Source: an optimization exercise on an open RTL-to-GDS flow (aim: small area, a short achievable clock period and few clock cycles). Production flows keep margins and buffers that such runs may drop.
In this exercise RTL edits were held to simulation tests only and were not proved equivalent to the original.
Power figures rest on the tool's default switching activity, not on a simulated workload.

==> flow/design.v <==
module spmv_stream #(
  parameter int N = 32,
  parameter int IDX_W = $clog2(N),
  parameter int DW = 8,
  parameter int ACC_W = 2*DW+IDX_W,
  parameter bit SKIP_ZERO = 0
) (
  input  logic             clk,
  input  logic             rst_n,
  input  logic             in_valid,
  input  logic             weight_valid,
  input  logic [IDX_W-1:0] in_row,
  input  logic [IDX_W-1:0] in_col,
  input  logic [DW-1:0]    in_data,
  input  logic             out_ready,
  output logic             out_valid,
  output logic [IDX_W-1:0] out_row,
  output logic [ACC_W-1:0] out_data,
  output logic             out_last,
  output logic             busy
);
  localparam int PW = 2*DW;
  localparam int LW = (ACC_W + 1) / 2;
  localparam int HW = ACC_W - LW;
  localparam logic [2:0] IDLE = 3'd0, VEC = 3'd1, MAT = 3'd2, F1 = 3'd3, F2 = 3'd4,
                         DRAIN = 3'd5;
  logic [2:0] state, state_nxt;
  logic [N-1:0][DW-1:0] vec;
  logic [N-1:0][ACC_W-1:0] acc;    
  logic [N-1:0] accc;              
  logic [N-1:0] vv;    
  logic [N-1:0] tf;    
  logic p1_vw, p1_mw;
  logic [IDX_W-1:0] p1_row, p1_col;
  logic [DW-1:0] p1_data;
  logic p2_mw;
  logic [DW-1:0] p2_data, p2_vsel;
  logic [IDX_W-1:0] ra, ra_enc;
  logic [N-1:0] ra_oh, ra_oh_nxt, first_oh, below;
  logic p3_we;
  logic [IDX_W-1:0] p3_row;
  logic [PW-1:0] p3_ps, p3_pc;
  logic [ACC_W-1:0] p3_rd;
  logic p3_rc;
  logic [PW-1:0] pp [DW];
  logic [PW-1:0] l1 [6];
  logic [PW-1:0] l2 [4];
  logic [PW-1:0] l3 [3];
  logic [PW-1:0] ps, pc;
  logic [ACC_W-1:0] rd, cs_s, cs_c, nsum;
  logic rc, nc;
  logic [LW:0] lo_sum;
  logic [HW-1:0] hi_val;
  logic [N-1:0] p1_row_oh, wr_dec, enc_in;
  logic idle_vec, xfer, done, load;
  function automatic logic [PW-1:0] maj(input logic [PW-1:0] a, b, c);
    maj = (a & b) | (a & c) | (b & c);
  endfunction
  always_comb begin
    idle_vec = state == IDLE || state == VEC;
    case (state)
      IDLE, VEC: state_nxt = in_valid ? VEC : weight_valid ? MAT : state;
      MAT:       state_nxt = weight_valid ? MAT : F1;
      F1:        state_nxt = F2;
      F2:        state_nxt = DRAIN;
      default:   state_nxt = done ? IDLE : DRAIN;
    endcase
  end
  always_ff @(posedge clk or negedge rst_n)
    if (!rst_n) begin
      state <= IDLE;
      busy <= 1'b0;
    end else begin
      state <= state_nxt;
      busy <= state_nxt != IDLE;
    end
  always_ff @(posedge clk or negedge rst_n)
    if (!rst_n) begin
      p1_vw <= 1'b0;
      p1_mw <= 1'b0;
    end else begin
      p1_vw <= in_valid && idle_vec;
      p1_mw <= weight_valid && (state == MAT || (idle_vec && !in_valid));
    end
  always_ff @(posedge clk) begin
    p1_row <= in_row;
    p1_col <= in_col;
    p1_data <= in_data;
  end
  always_comb begin
    p1_row_oh = '0;
    p1_row_oh[p1_row] = 1'b1;
  end
  for (genvar i = 0; i < N; i++) begin : g_vec
    always_ff @(posedge clk)
      if (p1_vw && p1_row_oh[i]) vec[i] <= p1_data;
    always_ff @(posedge clk or negedge rst_n)
      if (!rst_n) vv[i] <= 1'b0;
      else if (done) vv[i] <= 1'b0;
      else if (p1_vw && p1_row_oh[i]) vv[i] <= 1'b1;
  end
  always_ff @(posedge clk or negedge rst_n)
    if (!rst_n) p2_mw <= 1'b0;
    else p2_mw <= p1_mw;
  always_ff @(posedge clk) begin
    p2_data <= p1_data;
    p2_vsel <= vv[p1_col] ? vec[p1_col] : '0;
    ra <= p1_row;
  end
  always_comb begin
    for (int j = 0; j < DW; j++)
      pp[j] = PW'(p2_data & {DW{p2_vsel[j]}}) << j;
    l1[0] = pp[0] ^ pp[1] ^ pp[2];  l1[1] = maj(pp[0], pp[1], pp[2]) << 1;
    l1[2] = pp[3] ^ pp[4] ^ pp[5];  l1[3] = maj(pp[3], pp[4], pp[5]) << 1;
    l1[4] = pp[6];                  l1[5] = pp[7];
    l2[0] = l1[0] ^ l1[1] ^ l1[2];  l2[1] = maj(l1[0], l1[1], l1[2]) << 1;
    l2[2] = l1[3] ^ l1[4] ^ l1[5];  l2[3] = maj(l1[3], l1[4], l1[5]) << 1;
    l3[0] = l2[0] ^ l2[1] ^ l2[2];  l3[1] = maj(l2[0], l2[1], l2[2]) << 1;
    l3[2] = l2[3];
    ps = l3[0] ^ l3[1] ^ l3[2];
    pc = maj(l3[0], l3[1], l3[2]) << 1;
    rd = '0;
    rc = 1'b0;
    for (int i = 0; i < N; i++) begin
      rd = rd | (acc[i] & {ACC_W{ra_oh[i] & tf[i]}});
      rc = rc | (accc[i] & ra_oh[i] & tf[i]);
    end
  end
  always_ff @(posedge clk or negedge rst_n)
    if (!rst_n) p3_we <= 1'b0;
    else p3_we <= p2_mw && p2_data != '0 && p2_vsel != '0;
  always_ff @(posedge clk) begin
    p3_ps <= ps;
    p3_pc <= pc;
    p3_row <= ra;
    if (p3_we && p3_row == ra) begin
      p3_rd <= nsum;
      p3_rc <= nc;
    end else begin
      p3_rd <= rd;
      p3_rc <= rc;
    end
  end
  always_comb begin
    cs_s = p3_rd ^ ACC_W'(p3_ps) ^ ACC_W'(p3_pc);
    cs_c = ACC_W'({p3_rd & ACC_W'(p3_ps) | p3_rd & ACC_W'(p3_pc) | ACC_W'(p3_ps) & ACC_W'(p3_pc), 1'b0});
    lo_sum = {1'b0, cs_s[LW-1:0]} + {1'b0, cs_c[LW-1:0]};
    nsum = {cs_s[ACC_W-1:LW] + cs_c[ACC_W-1:LW] + HW'(p3_rc), lo_sum[LW-1:0]};
    nc = lo_sum[LW];
    wr_dec = '0;
    wr_dec[p3_row] = p3_we;
    xfer = out_valid && out_ready;
    done = xfer && out_last;
    load = state == DRAIN && !out_last && (!out_valid || out_ready);
    enc_in = (tf | wr_dec) & ~(state == DRAIN ? ra_oh : '0);
    below[0] = 1'b0;
    for (int i = 1; i < N; i++)
      below[i] = below[i-1] | enc_in[i-1];
    first_oh = enc_in & ~below;
    first_oh[N-1] = !below[N-1];
    case (state)
      F2:      ra_oh_nxt = first_oh;
      DRAIN:   ra_oh_nxt = load ? first_oh : ra_oh;
      default: ra_oh_nxt = p1_row_oh;
    endcase
  end
  for (genvar i = 0; i < N; i++) begin : g_acc
    always_ff @(posedge clk)
      if (wr_dec[i]) begin
        acc[i] <= nsum;
        accc[i] <= nc;
      end
    always_ff @(posedge clk or negedge rst_n)
      if (!rst_n) tf[i] <= 1'b0;
      else if (load && ra_oh[i]) tf[i] <= 1'b0;
      else if (wr_dec[i]) tf[i] <= 1'b1;
  end
  always_ff @(posedge clk)
    ra_oh <= ra_oh_nxt;
  always_comb begin
    hi_val = rd[ACC_W-1:LW] + HW'(rc);
    ra_enc = '0;
    for (int i = 0; i < N; i++)
      if (ra_oh[i]) ra_enc = ra_enc | IDX_W'(i);
  end
  always_ff @(posedge clk or negedge rst_n)
    if (!rst_n) begin
      out_valid <= 1'b0;
      out_last <= 1'b0;
    end else if (done) begin
      out_valid <= 1'b0;
      out_last <= 1'b0;
    end else if (load) begin
      out_valid <= rd[LW-1:0] != '0 || hi_val != '0 || ra_oh[N-1];
      out_last <= ra_oh[N-1];
    end
  always_ff @(posedge clk)
    if (load) begin
      out_row <= ra_enc;
      out_data <= {hi_val, rd[LW-1:0]};
    end
endmodule
module spmv_top (
  input  logic        clk,
  input  logic        rst_n,
  input  logic        in_valid,
  input  logic        weight_valid,
  input  logic [4:0]  in_row,
  input  logic [4:0]  in_col,
  input  logic [7:0]  in_data,
  input  logic        out_ready,
  output logic        out_valid,
  output logic [4:0]  out_row,
  output logic [20:0] out_data,
  output logic        out_last,
  output logic        busy
);
  spmv_stream #(.N(32), .DW(8), .SKIP_ZERO(1)) u_spmv (
    .clk(clk), .rst_n(rst_n), .in_valid(in_valid), .weight_valid(weight_valid),
    .in_row(in_row), .in_col(in_col), .in_data(in_data), .out_ready(out_ready),
    .out_valid(out_valid), .out_row(out_row), .out_data(out_data), .out_last(out_last),
    .busy(busy));
endmodule
==> flow/flow/run.sh <==
#!/bin/bash
set -euo pipefail
bash standard.sh SETUP_SLACK_MARGIN=6 finish > flow_make.log 2>&1
==> flow/standard.sh <==
#!/bin/bash
# synth_recipe.tcl (not shown) runs the flow's synth.tcl, then flattens the netlist and writes it again
# the make line also repeats each setting of config.mk as NAME=value (left out here)
make -C /OpenROAD-flow-scripts/flow DESIGN_CONFIG=/design/flow/config.mk WORK_HOME=/design/flow/orfs CLKGATE_MAP_FILE= SYNTH_SCRIPT=/design/flow/synth_recipe.tcl "${@:-finish}"
==> flow/config.mk <==
export PLATFORM = sky130hd
export DESIGN_NAME = spmv_top
export DESIGN_NICKNAME = spmv_top
export VERILOG_FILES = /design/flow/design.v
export SDC_FILE = /design/flow/constraint.sdc
export NUM_CORES = 4
export LEC_CHECK = 0
export CAP_MARGIN = 20
export CORE_MARGIN = 2
export CORE_UTILIZATION = 40
export CTS_BUF_LIST = sky130_fd_sc_hd__clkbuf_8
export CTS_CLUSTER_SIZE = 30
export SLEW_MARGIN = 20
==> flow/constraint.sdc <==
create_clock -name core_clock -period 9.0 [get_ports {clk}]
set_input_delay 1.8000 -clock core_clock [delete_from_list [all_inputs] [get_ports {clk}]]
set_output_delay 1.8000 -clock core_clock [all_outputs]
set_load 0.01 [all_outputs]
==> results.json, run 1 <==
{
  "ys.flop_type": "edfxtp_1",
  "fin_crit_sh_pct": 37.81,
  "hold_end": "u_spmv.p3_row[2]",
  "syn_area_sq_um": 46560,
  "dr.pass1.iters": 7,
  "reg2reg_slack_ps": 5690,
  "min_period_ps": 3403,
  "final-setup-viol-count": 0,
  "holdWs_ps": 371.7,
  "post-place-ws_ps": 4909,
  "synth_cell_types": 76,
  "p_sw_w": 0.006645,
  "netlist_instances": 2750,
  "path_clk_slew_ps": 60,
  "leakage_nw": 19.88,
  "swShare_pct": 35.78,
  "min_path_cells": 0,
  "min_from": "u_spmv.ra[2]",
  "place_congestion": 0.8850,
  "htree_num_levels": 4,
  "drv_slew": 0,
  "rsz0062_at_grt": "true",
  "synth_edf_count": 1018,
  "worst_slew_pin_slew_ps": 1289,
  "cp-startpoint": "u_spmv.out_data[17]",
  "initial_core_util_pct": 40.17,
  "relSlewSlack_pct": 13.87,
  "async_flop_share_pct": 6.250,
  "grt_overflow": 0,
  "fin_skew_ps": 76.25,
  "core_area_sq_um": 115900,
  "grt_pass1_wl_um": 211200,
  "yosys.area.top_type": "edfxtp_1",
  "io_pins": 52,
  "max_freq_mhz": 293.8,
  "grt_pass1_vias": 28790,
  "setup_tns_ps": 0,
  "synth_top_cell_area_share_pct": 65.66,
  "drcViolationCount": 0,
  "port-buffer-count": 51,
  "critPathCaptureType": "output pin",
  "rr_endpoint": "u_spmv.out_valid",
  "final_antenna_net_count": 0,
  "grt_use_total_pct": 24.88,
  "hold_viol_final": 0,
  "power.density_nw_per_um2": 328.0,
  "ys_seq_area_share_pct": 73.59,
  "combinationalPowerShare_pct": 32.8,
  "synth_nets": 2867,
  "grt_max_degree": 66,
  "hold_class": "reg2reg",
  "initialDrtViolationCount": 4544,
  "die-area_sq_um": 119100,
  "maxCapViolCount": 0,
  "setup_slack_ps": 5597,
  "crit_fanout": 1,
  "crit_slowest_cell": "edfxtp_1",
  "peakVddDrop_v": 0.0003028,
  "die_x_um": 345.2,
  "status": "complete, no violations",
  "row_count": 125,
  "cts_root_buf": "clkbuf_8",
  "critPathMaxStageDelay_ps": 520,
  "reg2regPathDepth": 13,
  "cp_top_family": "flip-flops",
  "path_buf_inv": 1,
  "ys_ff_latch": 1184,
  "yosysWarnings": 5,
  "cts_sinks": 1184,
  "numCtsBuffers": 188,
  "via_per_inst": 6.141,
  "cts_hold_buf": 0,
  "cts_tree": "yes",
  "crit_type": "reg2out",
  "routed_wl_um": 154200,
  "intPower_w": 0.01193,
  "antenna_found_initial": 6,
  "cp-start-kind": "flop",
  "drive_gt1_share_pct": 28.20,
  "clock_power_share_pct": 23.2,
  "syn_avg_cell_area_sq_um": 16.93,
  "final_cells": 4838,
  "fp.dieH_um": 345.2,
  "seq_power_share_pct": 44.0,
  "nets": 3274,
  "clk_path_buf_depth": 3,
  "crit_arrival_ps": 1600,
  "path_cells": "buf_6",
  "place.detailed.hpwl_um": 79730,
  "synth_area_leaders": "edfxtp_1 (66%), mux4_2 (4.4%), dfrtp_1 (4.0%)",
  "clk_latency_ps": 910,
  "wire_per_inst_um": 31.86,
  "dp_cells": 4279,
  "area_delta_synth_final_pct": 21.64,
  "timing.rr.start": "u_spmv.tf[23]",
  "crit_required_ps": 7200,
  "num_vias": 29710
}
[cells in the mapped netlist (51+ instances only)]
master and instances:
edfxtp_1 1018, inv_1 60, fa_1 51, nand3_1 90, nor2_1 167, a22oi_1 205
mux4_2 90, a22o_1 52, dfrtp_1 74, dfxtp_1 92, nand2_1 75, a21oi_1 67
and2_1 94, nand4_1 64
[cell usage in the layout, fill, tap and decap left out, drive strengths merged, types with 12 or more instances in the layout]
cell / Yosys / layout
nor2: 168 / 169
ha: 43 / 43
nor3: 15 / 15
nand3: 90 / 90
mux2: 21 / 21
dfrtp: 74 / 74
and3: 48 / 48
xor2: 15 / 16
buf: 87 / 297
o21ai: 27 / 27
nand2: 75 / 75
a21oi: 68 / 68
or3: 12 / 12
clkbuf: 39 / 203
nand2b: 12 / 12
a22oi: 205 / 205
nor4: 19 / 19
a221oi: 49 / 49
and2: 99 / 100
a21o: 21 / 22
fa: 51 / 51
a22o: 52 / 52
dfxtp: 92 / 92
or4: 19 / 19
inv: 60 / 148
a2111oi: 14 / 14
clkdlybuf4s50: 0 / 21
edfxtp: 1018 / 1018
nand4: 65 / 66
clkinv: 0 / 56
mux4: 90 / 90
xnor2: 21 / 22
[worst max-delay path by stage]
stage | cells past startpoint | slack [ps] | to
after floorplan | 15 | 5840 | u_spmv.out_valid
after global placement | 5 | 4960 | u_spmv.out_data[16]
after detailed placement | 7 | 4910 | u_spmv.out_valid
after CTS | 1 | 5550 | out_data[20]
after global routing | 1 | 5550 | out_data[20]
final | 1 | 5600 | out_data[17]
[power groups by stage]
stage	Clock [W]	Sequential, W	Combinational [W]
4_1_cts	0.00434	0.00812	0.00548
2_1_floorplan	0	0.00808	0.00273
3_3_place_gp	0	0.00828	0.00455
6_report	0.00431	0.00817	0.00610
3_5_place_dp	0	0.00831	0.00467
5_1_grt	0.00458	0.00819	0.00633
[stage by stage]
stage                     power (W)  util (%)  instance area [sq um]
after floorplan             0.01081         -                  46960
after global placement      0.01283     42.60                  49370
after detailed placement    0.01298     42.60                  49370
after CTS                   0.01794     47.84                  55440
after global routing        0.01910     48.86                  56620
final                       0.01857     48.87                  56630
[state kept, by name (all words and copies together), names as in the netlist, 3 cells and up]
register,cells
u_spmv.ra,5
u_spmv.p1_row,5
u_spmv.vec,256
u_spmv.state,3
u_spmv.out_row,5
u_spmv.tf,32
u_spmv.out_data,21
u_spmv.ra_oh,32
u_spmv.vv,32
u_spmv.p3_row,5
u_spmv.p2_data,8
u_spmv.p3_ps,15
u_spmv.p2_vsel,8
u_spmv.p3_pc,11
u_spmv.p1_col,5
u_spmv.p3_rd,21
u_spmv.accc,32
u_spmv.acc,672
u_spmv.p1_data,8
[kinds of logic (layout without fill, tap and decap cells)]
kind of cell,after synthesis,after routing,synth area share [%]
AOI/OAI and AO/OA,479,480,7.772
and+or+nand+nor,650,653,7.466
muxes,121,121,5.076
other,0,6,0
buffers and inverters,186,738,2.069
DFF,1184,1184,73.59
xor gates and xnor gates,36,38,0.6772
adders and majority gates,94,94,3.348
[per-layer routing]
layer,track usage [%],vias up,part of all wire (%)
met2,37.14,2222,44
li1,-,11810,-
met3,7.023,471,14
met5,0,-,0.053
met4,10.76,10,5.3
met1,34.14,15200,37
[timing repair]
item,4_1_cts,5_1_grt
pin swaps,67,58
buffers inserted,128,56
gates cloned,17,10
setup endpoints to repair,521,560
resized for setup,370,115
[layout make-up]
type	count	area, sq um
Antenna cell	6	15.01
Multi-Input combinational cell	1386	12930
Sequential cell	1184	34310
Inverter	60	230.2
Clock inverter	147	833.3
Timing Repair Buffer	337	3740
Fill cell	9398	59260
Clock buffer	194	2670
Tap cell	1524	1907
Testbench counts, summed over its fixed seeds: cycles 18,362.
==> inputs of run 2 (changes only) <==
--- a/flow/design.v
+++ b/flow/design.v
@@ -49,5 +49,5 @@
   logic [PW-1:0] ps, pc;
   logic [ACC_W-1:0] rd, cs_s, cs_c, nsum;
-  logic rc, nc;
+  logic rc, rv, nc;
   logic [LW:0] lo_sum;
   logic [HW-1:0] hi_val;
@@ -122,8 +122,12 @@
     rd = '0;
     rc = 1'b0;
+    rv = 1'b0;
     for (int i = 0; i < N; i++) begin
-      rd = rd | (acc[i] & {ACC_W{ra_oh[i] & tf[i]}});
-      rc = rc | (accc[i] & ra_oh[i] & tf[i]);
-    end
+      rd = rd | (acc[i] & {ACC_W{ra_oh[i]}});
+      rc = rc | (accc[i] & ra_oh[i]);
+      rv = rv | (tf[i] & ra_oh[i]);
+    end
+    rd = rd & {ACC_W{rv}};
+    rc = rc & rv;
   end
   always_ff @(posedge clk or negedge rst_n)
@@ -192,5 +196,5 @@
       out_last <= 1'b0;
     end else if (load) begin
-      out_valid <= rd[LW-1:0] != '0 || hi_val != '0 || ra_oh[N-1];
+      out_valid <= ra_oh[N-1] || rd[LW-1:0] != '0 || (rc ? ~&rd[ACC_W-1:LW] : |rd[ACC_W-1:LW]);
       out_last <= ra_oh[N-1];
     end
--- a/flow/config.mk
+++ b/flow/config.mk
@@ -9,5 +9,3 @@
 export CORE_MARGIN = 2
 export CORE_UTILIZATION = 40
-export CTS_BUF_LIST = sky130_fd_sc_hd__clkbuf_8
-export CTS_CLUSTER_SIZE = 30
 export SLEW_MARGIN = 20
==> run 2 against run 1 <==
Effect of this change:
- still clean
- wire length decreased by 2.5%
- global-route usage about the same
- synthesized area decreased by 0.92%
- critical path depth unchanged
- clock-buffer cell count decreased by 55
- sequential power increased by 1%
- maximum frequency increased by 5.2%
- worst hold slack got worse by 17 ps
- via count decreased by 3.1%
- non-clock buffer count decreased by 55
- critical path type unchanged
- largest cell class unchanged
- highest routed layer is now met4
==> results.json, run 2 <==
{
  "async_flop_share_pct": 6.250,
  "path_buf_inv": 1,
  "synth_xor_area_share_pct": 0.6429,
  "largest_register": "u_spmv.acc",
  "initialDrtViolationCount": 4712,
  "wl_met2_um": 67850,
  "synth_top_family_by_area": "compound AO/OA/AOI/OAI gates",
  "yosys.area_share.simple_pct": 6.249,
  "syn_area_sq_um": 46130,
  "hold_class": "reg2reg",
  "synth_compound_area_share_pct": 8.710,
  "cts_sinks": 1184,
  "final_common_cell": "edfxtp_1",
  "syn_avg_cell_area_sq_um": 16.79,
  "rsz0062_at_grt": "true",
  "relSlewSlack_pct": 20.61,
  "area_delta_synth_final_pct": 21.47,
  "synth_cell_types": 79,
  "yosysWarnings": 5,
  "holdWs_ps": 354.9,
  "crit_arrival_ps": 1430,
  "routed_wl_um": 150300,
  "final-setup-viol-count": 0,
  "netlist_instances": 2747,
  "path_clk_slew_ps": 70,
  "clk_latency_ps": 710,
  "htree_num_levels": 3,
  "worst_slew_pin_slew_ps": 1191,
  "highest_layer": "met4",
  "fin_skew_ps": 37.16,
  "synth_nets": 2864,
  "drcViolationCount": 0,
  "final_cell_area_sq_um": 56030,
  "largest_reg_flops": 672,
  "crit_type": "reg2out",
  "min_period_ps": 3234,
  "max_freq_mhz": 309.2,
  "wl_met3_um": 17690,
  "initial_core_util_pct": 40.34,
  "clk_path_buf_depth": 3,
  "yosys.area.top_type": "edfxtp_1",
  "port-buffer-count": 51,
  "path_cells": "buf_2",
  "row_count": 124,
  "place_congestion": 0.9114,
  "synth_area_leaders": "edfxtp_1 (66%), a22oi_1 (4.6%), mux4_2 (4.4%)",
  "grt_pass1_wl_um": 207400,
  "ys_ff_latch": 1184,
  "setup_tns_ps": 0,
  "via_per_inst": 6.230,
  "power.density_nw_per_um2": 370.6,
  "drive_gt1_share_pct": 25.46,
  "grt_use_total_pct": 24.89,
  "grt_overflow": 0,
  "synthAdderAreaFrac_pct": 3.380,
  "peakVddDrop_v": 0.0005639,
  "synth.mux.area_fraction_pct": 5.002,
  "nets": 3127,
  "yosysMostFrequentCell": "edfxtp_1",
  "crit_slowest_cell": "edfxtp_1",
  "cp_top_family": "flip-flops",
  "numCtsBuffers": 116,
  "critPathCaptureType": "output pin",
  "reg.largest.list": "u_spmv.acc x672, u_spmv.vec x256",
  "fillers": 9320,
  "fp.dieH_um": 343.6,
  "status": "complete, no violations",
  "io_pins": 52,
  "synth_edf_count": 1018,
  "antenna_found_initial": 1,
  "maxCapViolCount": 0,
  "leakage_nw": 18.80,
  "grt_max_degree": 61,
  "core_area_sq_um": 114300,
  "final_cell_mix": "edfxtp_1 (1018), a22oi_1 (276), nor2_1 (143)",
  "crit_fanout": 1,
  "drv_slew": 0,
  "wire_per_inst_um": 32.53,
  "cts_tree": "yes",
  "dp_cells": 4269,
  "ys_top_cells_by_count": "edfxtp_1 (1018), a22oi_1 (280), nor2_1 (192)",
  "cts_root_buf": "clkbuf_16",
  "place_area_sq_um": 49350,
  "wl_met1_um": 56410,
  "fin_crit_sh_pct": 35.94,
  "hold_viol_final": 0,
  "synth_top_cell_area_share_pct": 66.27,
  "die-area_sq_um": 118100,
  "ys_seq_area_share_pct": 74.28,
  "final_antenna_net_count": 0,
  "num_vias": 28790,
  "die_x_um": 343.6,
  "dr.pass1.iters": 6,
  "ys.flop_type": "edfxtp_1",
  "grt_pass1_vias": 27980,
  "final_cells": 4621,
  "crit_required_ps": 7200,
  "place.detailed.hpwl_um": 83150,
  "cp-start-kind": "flop",
  "critPathMaxStageDelay_ps": 540
}
## run 2: per-stage QoR
step	power (W)	setup slack (ps)	utilization, %
floorplan	0.01159	5940	-
global placement	0.01418	5125	43.10
detailed placement	0.01440	4934	43.16
CTS	0.02016	5760	47.97
global route	0.02133	5728	49.00
finish	0.02077	5766	49.00
## run 2: where the power goes
group | total, W | switching [W] | internal, W
clock | 0.00498 | 0.00212 | 0.00286
combinational | 0.00752 | 0.00506 | 0.00246
sequential | 0.00827 | 0.000355 | 0.00791
total | 0.0208 | 0.00753 | 0.0132
## run 2: cells by family after synthesis
| logic type | count (synthesis) |
|---|---|
| flops | 1184 |
| buf+inv | 205 |
| xor+xnor | 33 |
| simple gates | 564 |
| mux | 116 |
| fa+ha+maj | 94 |
| compound gates | 551 |
## run 2: area by class of cell
class	count	area, sq um	area share (%)
multi-input cells	1366	12690	22.65
diodes	2	5.005	0.008932
well taps	1512	1892	3.376
clock buffers	139	3092	5.518
flip-flops and latches	1184	34310	61.23
clock inverters	76	818.3	1.460
repair buffers	282	2998	5.350
inverters	60	225.2	0.4019
## run 2: path summary, 6_finish.rpt
check / slack, ps / to / depth (start not counted) / from
worst max-delay path: 5770 / out_data[14] / 1 / u_spmv.out_data[14]
worst min-delay path: 350 / u_spmv.p3_row[1] / 0 / u_spmv.ra[1]
worst max register to register: 5970 / u_spmv.acc[230] / 12 / u_spmv.p3_ps[11]
worst min register to register: 350 / u_spmv.p3_row[1] / 0 / u_spmv.ra[1]
max in group asynchronous: 6830 / u_spmv.out_valid / 2 / rst_n
min in group asynchronous: 1000 / u_spmv.vv[26] / 1 / rst_n
## run 2: worst register-to-register path, stage by stage (launching register included)
cell and delay [ps]:
dfxtp_2 330, fa_1 550, inv_2 40, fa_2 360
nor2b_2 150, o21ai_2 90, a21boi_2 190, o21ai_2 110
a21boi_2 260, o2111ai_4 190, xnor2_4 200, buf_12 170
buf_12 140
## run 2: timing repair
item,in CTS,in global routing
gates cloned,8,8
buffers inserted,66,53
endpoints found under the setup margin,692,650
pin swaps,38,54
gates resized for setup,337,130
hold buffers,0,0
## run 2: layer usage
metal / up-vias / GRT usage [%]
met5: - / 0
met4: 0 / 11.49
met3: 394 / 5.626
met2: 2108 / 38.20
met1: 14800 / 33.87
li1: 11490 / -
Testbench counts of run 2, summed over its fixed seeds: cycles 18,362.
==> inputs of run 3 (changes only) <==
--- a/flow/config.mk
+++ b/flow/config.mk
@@ -9,3 +9,6 @@
 export CORE_MARGIN = 2
 export CORE_UTILIZATION = 40
+export CTS_BUF_LIST = sky130_fd_sc_hd__clkbuf_16
+export CTS_CLUSTER_DIAMETER = 60
+export CTS_CLUSTER_SIZE = 30
 export SLEW_MARGIN = 20
==> run 3 against run 2 <==
Effect of this change:
- largest power group unchanged
- non-clock buffer count decreased by 18
- register-to-register slack got worse by 40 ps
- still clean on timing, DRC and antenna
- highest routed layer unchanged
- critical path depth unchanged
- cell area decreased by 2.1%
- maximum frequency increased by 1.0%
- worst hold slack got worse by 2.1 ps
==> results.json, run 3 <==
{
  "ys_ff_latch": 1184,
  "min_from": "u_spmv.p1_mw",
  "cts_sinks": 1184,
  "wl_met1_um": 56280,
  "ys_seq_area_share_pct": 74.28,
  "fp.dieH_um": 343.6,
  "place.detailed.hpwl_um": 83150,
  "setup_tns_ps": 0,
  "area_delta_synth_final_pct": 18.88,
  "final_cells": 4534,
  "cp_top_family": "flip-flops",
  "syn_avg_cell_area_sq_um": 16.79,
  "power.density_nw_per_um2": 364.9,
  "leakage_nw": 18.19,
  "numCtsBuffers": 79,
  "netlist_instances": 2747,
  "path_buf_inv": 1,
  "crit_arrival_ps": 1400,
  "wire_per_inst_um": 32.68,
  "relSlewSlack_pct": 18.77,
  "grt_overflow": 0,
  "place_congestion": 0.9114,
  "via_per_inst": 6.266,
  "path_clk_slew_ps": 100,
  "crit_slowest_cell": "edfxtp_1",
  "syn_area_sq_um": 46130,
  "hold_viol_final": 0,
  "final-setup-viol-count": 0,
  "rr_endpoint": "u_spmv.acc[629]",
  "die_x_um": 343.6,
  "synth_top_cell_area_share_pct": 66.27,
  "peakVddDrop_v": 0.0004042,
  "synth_area_leaders": "edfxtp_1 (66%), a22oi_1 (4.6%), mux4_2 (4.4%)",
  "final_cell_mix": "edfxtp_1 (1018), a22oi_1 (276), nor2_1 (142)",
  "synth_edf_count": 1018,
  "largest_register": "u_spmv.acc",
  "reg.largest.list": "u_spmv.acc x672, u_spmv.vec x256",
  "max_freq_mhz": 312.4,
  "cts_hold_buf": 0,
  "drv_slew": 0,
  "place_area_sq_um": 49350,
  "yosys.area_share.simple_pct": 6.249,
  "crit_fanout": 1,
  "drive_gt1_share_pct": 24.10,
  "final_cell_area_sq_um": 54840,
  "cts_tree": "yes",
  "maxCapViolCount": 0,
  "core_area_sq_um": 114300,
  "grt_pass1_wl_um": 205600,
  "synth_nets": 2864,
  "reg2reg_slack_ps": 5930,
  "row_count": 124,
  "fillers": 9416,
  "grt_pass1_vias": 27410,
  "status": "complete, no violations",
  "clk_latency_ps": 700,
  "synth_top_family_by_area": "compound AO/OA/AOI/OAI gates",
  "largest_reg_flops": 672,
  "finalPower_w": 0.02001,
  "yosysWarnings": 5,
  "antenna_found_initial": 2,
  "ys.flop_type": "edfxtp_1",
  "critPathMaxStageDelay_ps": 530,
  "grt_max_degree": 61,
  "final_common_cell": "edfxtp_1",
  "async_flop_share_pct": 6.250,
  "hold_class": "reg2reg",
  "crit_type": "reg2out",
  "min_path_cells": 0,
  "num_vias": 28410,
  "nets": 3072,
  "synth_cell_types": 79,
  "dr.pass1.iters": 6,
  "final_antenna_net_count": 0,
  "synth_xor_area_share_pct": 0.6429,
  "fin_crit_sh_pct": 35.57,
  "io_pins": 52,
  "rsz0062_at_grt": "true",
  "fin_skew_ps": 52.44,
  "initial_core_util_pct": 40.34,
  "grt_use_total_pct": 24.69,
  "critPathCaptureType": "output pin",
  "highest_layer": "met4",
  "cp-start-kind": "flop",
  "post-place-ws_ps": 4934,
  "setup_slack_ps": 5799,
  "worst_slew_pin_slew_ps": 1216,
  "synthAdderAreaFrac_pct": 3.380,
  "yosysMostFrequentCell": "edfxtp_1",
  "cts_root_buf": "clkbuf_16",
  "htree_num_levels": 3,
  "wl_met2_um": 67460,
  "routed_wl_um": 148200,
  "synth.mux.area_fraction_pct": 5.002,
  "timing.rr.start": "u_spmv.p3_ps[11]",
  "yosys.area.top_type": "edfxtp_1",
  "initialDrtViolationCount": 4802,
  "reg2regPathDepth": 12,
  "min_period_ps": 3201,
  "drcViolationCount": 0,
  "dp_cells": 4269,
  "wl_met3_um": 16720,
  "synth_compound_area_share_pct": 8.710,
  "hold_end": "u_spmv.p2_mw",
  "clk_path_buf_depth": 3,
  "crit_required_ps": 7200,
  "die-area_sq_um": 118100,
  "port-buffer-count": 51,
  "path_cells": "buf_2",
  "ys_top_cells_by_count": "edfxtp_1 (1018), a22oi_1 (280), nor2_1 (192)"
}
==> run 3: cell counts after synthesis <==
No cell type changed its count.
==> run 3: what timing repair did <==
| item | in CTS | in global routing |
|---|---|---|
| pin swaps | 39 | 40 |
| endpoints found under the setup margin | 690 | 577 |
| cloned | 9 | 3 |
| resized for setup | 328 | 131 |
| buffers inserted | 58 | 47 |
==> run 3: area by class of cell <==
| type | count | area [sq um] | share of cell area, % |
|---|---|---|---|
| Multi-Input combinational cell | 1366 | 12670 | 23.10 |
| Antenna cell | 1 | 2.502 | 0.004563 |
| Tap cell | 1512 | 1892 | 3.450 |
| Clock inverter | 67 | 1020 | 1.860 |
| Inverter | 60 | 225.2 | 0.4107 |
| Clock buffer | 80 | 2002 | 3.651 |
| Timing Repair Buffer | 264 | 2720 | 4.960 |
| Sequential cell | 1184 | 34310 | 62.56 |
==> run 3: power by group <==
group	leakage, nW	internal, W	switching [W]
combinational	5.81	0.00247	0.00510
clock	1.46	0.00194	0.00223
sequential	10.9	0.00790	0.000355
==> run 3: layer usage <==
| layer | vias to the layer above | global-route usage (%) |
|---|---|---|
| li1 | 11340 | - |
| met1 | 14690 | 34.01 |
| met2 | 1990 | 38.03 |
| met3 | 390 | 5.333 |
| met4 | 0 | 10.53 |
| met5 | - | 0 |
==> run 3: worst max-delay path by stage <==
stage	startpoint	end	slack, ps	cells past startpoint
after floorplan	u_spmv.p3_rd[11]	u_spmv.p3_rd[19]	5940	13
after global placement	out_ready	u_spmv.out_data[5]	5120	5
after detailed placement	u_spmv.p3_rd[1]	u_spmv.acc[219]	4930	10
after CTS	u_spmv.out_data[8]	out_data[8]	5770	1
after global routing	u_spmv.out_data[14]	out_data[14]	5750	1
final	u_spmv.out_data[14]	out_data[14]	5800	1
==> run 3: kinds of logic after synthesis <==
group / count (synthesis)
flops: 1184
simple gates: 564
compound gates: 551
buf+inv: 205
mux: 116
fa+ha+maj: 94
xor+xnor: 33
==> run 3: stage by stage <==
| stage | hold WS (ps) | utilization (%) |
|---|---|---|
| 6_report | 352.9 | 47.96 |
| 4_1_cts | 357.5 | 47.10 |
| 3_5_place_dp | 344.9 | 43.16 |
| 3_3_place_gp | 348.0 | 43.10 |
| 2_1_floorplan | 331.2 | - |
| 5_1_grt | 362.5 | 47.96 |
==> inputs of run 4 (changes only) <==
==> flow/flow/run.sh (replaced) <==
#!/bin/bash
set -euo pipefail
bash standard.sh SETUP_SLACK_MARGIN=5.8 finish > flow_make.log 2>&1
==> run 4 against run 3 <==
Effect of this change:
- combinational power fell by about 10%
- worst hold slack barely moved
- critical path type is now reg2reg
- largest cell class unchanged
- sequential share of layout area rose by 1.7 points
- largest power group unchanged
==> results.json, run 4 <==
{
  "clk_path_buf_depth": 3,
  "largest_register": "u_spmv.acc",
  "cts_sinks": 1184,
  "rr_endpoint": "u_spmv.vec[186]",
  "crit_slowest_cell": "nor2_1",
  "yosys.area.top_type": "edfxtp_1",
  "dr.pass1.iters": 7,
  "finalPower_w": 0.01909,
  "syn_avg_cell_area_sq_um": 16.79,
  "grt_pass1_vias": 27410,
  "initialDrtViolationCount": 4358,
  "path_buf_inv": 0,
  "leakage_nw": 17.56,
  "reg.largest.list": "u_spmv.acc x672, u_spmv.vec x256",
  "syn_area_sq_um": 46130,
  "core_area_sq_um": 114300,
  "cp-start-kind": "flop",
  "min_period_ps": 3227,
  "via_per_inst": 6.268,
  "critPathCaptureType": "flop",
  "final_cell_mix": "edfxtp_1 (1018), a22oi_1 (280), nor2_1 (150)",
  "place.detailed.hpwl_um": 82020,
  "multiInputGateArea_sq_um": 12160,
  "grt_use_total_pct": 24.42,
  "cts_tree": "yes",
  "min_from": "u_spmv.p1_mw",
  "setup_tns_ps": 0,
  "status": "complete, no violations",
  "peakVddDrop_v": 0.0003201,
  "path_clk_slew_ps": 80,
  "hold_end": "u_spmv.p2_mw",
  "max_freq_mhz": 309.9,
  "htree_num_levels": 3,
  "crit_fanout": 11,
  "crit_arrival_ps": 3530,
  "hold_class": "reg2reg",
  "die-area_sq_um": 118100,
  "min_path_cells": 0,
  "numCtsBuffers": 78,
  "ys_top_cells_by_count": "edfxtp_1 (1018), a22oi_1 (280), nor2_1 (192)",
  "relSlewSlack_pct": 26.20,
  "synth_edf_count": 1018,
  "die_x_um": 343.6,
  "grt_max_degree": 61,
  "yosysWarnings": 5,
  "crit_type": "reg2reg",
  "place_congestion": 0.9046,
  "row_count": 124,
  "reg2reg_slack_ps": 5770,
  "nets": 3002,
  "seq_area_sq_um": 34290,
  "power.density_nw_per_um2": 357.9,
  "area_delta_synth_final_pct": 15.62,
  "synth_cell_types": 79,
  "synth_top_cell_area_share_pct": 66.27,
  "final-setup-viol-count": 0,
  "antenna_found_initial": 1,
  "cp_top_family": "simple AND/OR/NAND/NOR gates",
  "fillers": 9539,
  "crit_required_ps": 9300,
  "async_flop_share_pct": 6.250,
  "grt_pass1_wl_um": 203600,
  "drv_slew": 0,
  "largest_reg_flops": 672,
  "final_common_cell": "edfxtp_1",
  "timing.rr.start": "u_spmv.p1_row[1]",
  "fin_skew_ps": 65.03,
  "initial_core_util_pct": 40.34,
  "wire_per_inst_um": 32.60,
  "ys_ff_latch": 1184,
  "ys_seq_area_share_pct": 74.28,
  "rsz0062_at_grt": "true",
  "num_vias": 27970,
  "yosysMostFrequentCell": "edfxtp_1",
  "synth_area_leaders": "edfxtp_1 (66%), a22oi_1 (4.6%), mux4_2 (4.4%)",
  "cts_root_buf": "clkbuf_16",
  "worst_slew_pin_slew_ps": 1106,
  "path_cells": "nor3_1 > xnor2_1 > nand2_1 > nor2_1",
  "drcViolationCount": 0,
  "reg2regPathDepth": 4,
  "synth_nets": 2864,
  "port-buffer-count": 51,
  "fin_crit_sh_pct": 35.86,
  "io_pins": 52,
  "final_antenna_net_count": 0,
  "ys.flop_type": "edfxtp_1",
  "critPathMaxStageDelay_ps": 910,
  "fp.dieH_um": 343.6,
  "routed_wl_um": 145400,
  "netlist_instances": 2747,
  "hold_viol_final": 0,
  "drive_gt1_share_pct": 19.46,
  "clk_latency_ps": 710,
  "grt_overflow": 0,
  "maxCapViolCount": 0
}
run 4: cell counts after synthesis:
Identical to the previous run, type by type.
run 4: cell families after synthesis:
group / after synthesis / synth area share, %
AND/OR/NAND/NOR: 564 / 6.250
flip-flops: 1184 / 74.28
buffers and inverters: 205 / 1.739
AO/OA/AOI/OAI: 551 / 8.710
adder cells (fa/ha/maj): 94 / 3.380
multiplexers: 116 / 5.002
XOR/XNOR: 33 / 0.6429
run 4: cell type report:
class / count / area share [%]
multi-input cells: 1364 / 22.81
clock buffers: 78 / 3.660
flip-flops and latches: 1184 / 64.29
repair buffers: 197 / 3.451
well taps: 1512 / 3.547
diodes: 1 / 0.004692
clock inverters: 66 / 1.811
inverters: 60 / 0.4223
run 4: power by group:
group | internal, W | switching, W | total (W)
Combinational | 0.00207 | 0.00473 | 0.00680
Clock | 0.00181 | 0.00220 | 0.00402
Sequential | 0.00790 | 0.000369 | 0.00827
Total | 0.0118 | 0.00730 | 0.0191
run 4: what timing repair did:
action | CTS | global route
resized for setup | 158 | 87
setup endpoints to repair | 445 | 425
endpoints found under the hold margin | 0 | 0
setup buffers | 26 | 18
pin swaps | 16 | 13
hold buffers | 0 | 0
cloned | 5 | 2
run 4: worst max-delay path by stage:
stage          cells after the start          endpoint  slack, ps                start
2_1_floorplan                     12  u_spmv.ra_oh[29]       5800     u_spmv.p3_row[0]
4_1_cts                            1      out_data[18]       5770  u_spmv.out_data[18]
5_1_grt                            4   u_spmv.vec[187]       5560     u_spmv.p1_row[2]
3_3_place_gp                      11  u_spmv.p3_rd[20]       5050     u_spmv.p3_rd[11]
3_5_place_dp                      11  u_spmv.p3_rd[20]       4920     u_spmv.p3_rd[11]
6_report                           4   u_spmv.vec[186]       5770     u_spmv.p1_row[1]
run 4: worst register-to-register path, cell delays in order, from the launching register on:
cell and delay [ps]:
dfxtp_1 560, nor3_1 160, xnor2_1 620, nand2_1 620
nor2_1 910
run 4: per-stage QoR:
step	setup WS (ps)	cell area [sq um]	instances	util, %	hold slack (ps)
3_5_place_dp	4922	49190	4266	43.02	337.0
4_1_cts	5770	52820	4441	46.19	354.7
2_1_floorplan	5801	46310	2747	-	331.2
3_3_place_gp	5048	49170	4266	43.01	345.3
5_1_grt	5559	53330	4461	46.64	367.2
6_report	5773	53330	4462	46.64	352.5
run 4: routing by layer:
metal	wire [um]	part of all wire, %	global-route usage, %	up-vias
li1	-	-	-	11190
met1	55520	38	34.13	14490
met3	16450	11	4.476	362
met4	7300	5.0	10.27	0
met2	66170	45	37.75	1935
met5	0	0	0	-
==> inputs of run 5 (changes only) <==
--- a/flow/design.v
+++ b/flow/design.v
@@ -38,5 +38,5 @@
   logic [IDX_W-1:0] ra, ra_enc;
   logic [N-1:0] ra_oh, ra_oh_nxt, first_oh, below;
-  logic p3_we;
+  logic p3_we, p3_we_d;
   logic [IDX_W-1:0] p3_row;
   logic [PW-1:0] p3_ps, p3_pc;
@@ -120,4 +120,5 @@
     ps = l3[0] ^ l3[1] ^ l3[2];
     pc = maj(l3[0], l3[1], l3[2]) << 1;
+    p3_we_d = p2_mw && p2_data != '0 && p2_vsel != '0;
     rd = '0;
     rc = 1'b0;
@@ -133,5 +134,5 @@
   always_ff @(posedge clk or negedge rst_n)
     if (!rst_n) p3_we <= 1'b0;
-    else p3_we <= p2_mw && p2_data != '0 && p2_vsel != '0;
+    else p3_we <= p3_we_d;
   always_ff @(posedge clk) begin
     p3_ps <= ps;
@@ -156,6 +157,8 @@
     xfer = out_valid && out_ready;
     done = xfer && out_last;
-    load = state == DRAIN && !out_last && (!out_valid || out_ready);
-    enc_in = (tf | wr_dec) & ~(state == DRAIN ? ra_oh : '0);
+    load = state == F2 ? (ra_oh & wr_dec) == '0 :
+           state == DRAIN && !out_last && (!out_valid || out_ready);
+    enc_in = (tf | wr_dec | (state == F1 && p3_we_d ? ra_oh : '0)) &
+             ~(state == F2 || state == DRAIN ? ra_oh : '0);
     below[0] = 1'b0;
     for (int i = 1; i < N; i++)
@@ -164,6 +167,6 @@
     first_oh[N-1] = !below[N-1];
     case (state)
-      F2:      ra_oh_nxt = first_oh;
-      DRAIN:   ra_oh_nxt = load ? first_oh : ra_oh;
+      F1:      ra_oh_nxt = first_oh;
+      F2, DRAIN: ra_oh_nxt = load ? first_oh : ra_oh;
       default: ra_oh_nxt = p1_row_oh;
     endcase
==> flow/flow/run.sh (replaced) <==
#!/bin/bash
set -euo pipefail
bash standard.sh SETUP_SLACK_MARGIN=6 finish > flow_make.log 2>&1
==> run 5 against run 4 <==
Effect of this change:
- critical path depth fell by 3
- synthesized cell count increased by 5.5%
- critical path type is now reg2out
- global-route usage rose by 1.6 points
==> results.json, run 5 <==
{
  "syn_avg_cell_area_sq_um": 16.26,
  "yosys.area.top_type": "edfxtp_1",
  "ys.flop_type": "edfxtp_1",
  "crit_slowest_cell": "edfxtp_1",
  "reg.largest.list": "u_spmv.acc x672, u_spmv.vec x256",
  "fp.dieH_um": 347.3,
  "wire_per_inst_um": 34.07,
  "die-area_sq_um": 120600,
  "ys_seq_area_share_pct": 72.70,
  "io_pins": 52,
  "synth_edf_count": 1018,
  "relSlewSlack_pct": 34.02,
  "rsz0062_at_grt": "true",
  "leakage_nw": 18.99,
  "final-setup-viol-count": 0,
  "initial_core_util_pct": 40.45,
  "yosysMostFrequentCell": "edfxtp_1",
  "drv_slew": 0,
  "fin_skew_ps": 49.84,
  "drive_gt1_share_pct": 25.95,
  "ys_top_cells_by_count": "edfxtp_1 (1018), a22oi_1 (373), nor2_1 (174)",
  "ys_ff_latch": 1184,
  "cp-start-kind": "flop",
  "nets": 3251,
  "cts_sinks": 1184,
  "crit_arrival_ps": 1460,
  "clk_latency_ps": 700,
  "grt_use_total_pct": 26.06,
  "cts_hold_buf": 0,
  "numCtsBuffers": 84,
  "crit_type": "reg2out",
  "grt_pass1_vias": 29090,
  "min_period_ps": 3259,
  "synth_top_cell_area_share_pct": 64.86,
  "power.density_nw_per_um2": 357.3,
  "largest_reg_flops": 672,
  "clk_path_buf_depth": 3,
  "fin_crit_sh_pct": 36.21,
  "synth_nets": 3014,
  "place.detailed.hpwl_um": 83380,
  "critPathMaxStageDelay_ps": 570,
  "yosysWarnings": 5,
  "grt_max_degree": 75,
  "num_vias": 30200,
  "hold_class": "reg2reg",
  "fillers": 9405,
  "cts_root_buf": "clkbuf_16",
  "grt_overflow": 0,
  "final_cell_mix": "edfxtp_1 (1018), a22oi_1 (371), buf_4 (127)",
  "synth_area_leaders": "edfxtp_1 (65%), a22oi_1 (5.9%), mux4_2 (4.3%)",
  "critPathCaptureType": "output pin",
  "initialDrtViolationCount": 4245,
  "path_clk_slew_ps": 80,
  "antenna_found_initial": 6,
  "port-buffer-count": 51,
  "largest_register": "u_spmv.acc",
  "final_antenna_net_count": 0,
  "peakVddDrop_v": 0.0001979,
  "drcViolationCount": 0,
  "crit_required_ps": 7200,
  "setup_tns_ps": 0,
  "status": "complete, no violations",
  "via_per_inst": 6.383,
  "place_area_sq_um": 50100,
  "path_cells": "buf_6",
  "fin_util_pct": 48.97,
  "synth_cell_types": 89,
  "cts_tree": "yes",
  "worst_slew_pin_slew_ps": 989.6,
  "crit_fanout": 1,
  "core_area_sq_um": 116500,
  "dr.pass1.iters": 6,
  "die_x_um": 347.3,
  "async_flop_share_pct": 6.250,
  "grt_pass1_wl_um": 221800,
  "path_buf_inv": 1,
  "area_delta_synth_final_pct": 21.07,
  "netlist_instances": 2898,
  "max_freq_mhz": 306.9,
  "row_count": 125,
  "routed_wl_um": 161200,
  "place_congestion": 0.8686,
  "htree_num_levels": 3,
  "hold_viol_final": 0,
  "final_cell_area_sq_um": 57060,
  "final_common_cell": "edfxtp_1",
  "maxCapViolCount": 0,
  "cp_top_family": "flip-flops",
  "syn_area_sq_um": 47130
}
## run 5: logic make-up (layout without fill, tap and decap cells)
group	Yosys count	after routing	share of synthesized area (%)
DFF	1184	1184	72.70
AOI/OAI and AO/OA	638	639	9.822
and+or+nand+nor	606	614	6.592
buffers and inverters	219	512	1.887
muxes	122	122	5.036
adders and majority gates	93	93	3.281
xor gates and xnor gates	36	42	0.6849
other	0	1	0
## run 5: path summary, 6_finish.rpt
path	start	cells past startpoint	slack, ps	to
setup / recovery	u_spmv.out_data[9]	1	5740	out_data[9]
hold / removal	u_spmv.ra[4]	0	360	u_spmv.p3_row[4]
setup reg to reg	u_spmv.p3_row[0]	12	5830	u_spmv.ra_oh[6]
hold reg to reg	u_spmv.ra[4]	0	360	u_spmv.p3_row[4]
max in group asynchronous	rst_n	1	7270	u_spmv.out_last
min in group asynchronous	rst_n	1	1160	u_spmv.busy
## run 5: timing repair
action                     CTS  global route
pin swaps                   66            70
gates cloned                30             5
setup endpoints to repair  866           703
setup buffers               99            34
gates resized for setup    388           152
## run 5: stage by stage
step           setup WS, ps  power (W)  hold WS [ps]  std cells
2_1_floorplan          5923    0.01149         331.2       2898
3_3_place_gp           4962    0.01376         341.8       4402
3_5_place_dp           4895    0.01399         340.3       4405
4_1_cts                5730    0.01966         358.6       4691
5_1_grt                5732    0.02096         365.8       4730
6_report               5741    0.02039         356.4       4731
## run 5: power breakdown
| group | internal (W) | switching (W) |
|---|---|---|
| registers | 0.00779 | 0.000378 |
| clock network | 0.00202 | 0.00225 |
| logic | 0.00283 | 0.00512 |
## run 5: per-layer routing
layer	global-route usage, %	part of all wire [%]	wire (um)
met3	5.491	11	17150
met2	41.70	47	75680
met5	0	0.019	30
met4	10.29	4.4	7129
met1	34.87	38	61200
## run 5: layout make-up
class                           count  area [sq um]  share of cell area [%]
Multi-Input combinational cell   1510         13960                   24.46
Tap cell                         1524          1907                   3.342
Inverter                           62         237.7                  0.4166
Sequential cell                  1184         34300                   60.12
Clock buffer                       87          2177                   3.815
Antenna cell                        1         2.502                0.004386
Timing Repair Buffer              293          3506                   6.144
Clock inverter                     70         965.9                   1.693
Testbench counts of run 5, summed over its fixed seeds: cycles 18,198.

[afterwards: timing with drivers on the ports]
No port has a modelled driver above. Below, the same layouts with a new extraction and two added sets of constraints.
Step 1: set_driving_cell puts a clkbuf_16 on clk and a buf_2 on each other input, an assumption about the parent block.
Step 2 adds t to the input delays and takes it off the output delays; t is the mean of the earliest and latest rising clock arrival at the registers after step 1. Input paths then give back, and output paths get back, about the clock's delay inside the block.
Three values: ideal, step 1, step 2; two values: the first two.
run	t (ns)	setup WS [ns]	latest minus earliest clock arrival (ns)	pins driven straight from the clock port
run 1	0.947	5.597 / 5.526 / 4.981	0.077 / 0.078	1
run 2	0.763	5.766 / 5.692 / 5.252	0.041 / 0.042	1
run 3	0.744	5.799 / 5.728 / 5.424	0.052 / 0.053	1
run 4	0.750	5.773 / 5.726 / 5.137	0.065 / 0.065	1
run 5	0.745	5.741 / 5.668 / 5.330	0.053 / 0.052	1
After both steps every run listed still meets setup and hold. The setup slack of run 4, which loses most, moves by -0.047 ns with the drivers and by -0.636 ns with both steps.
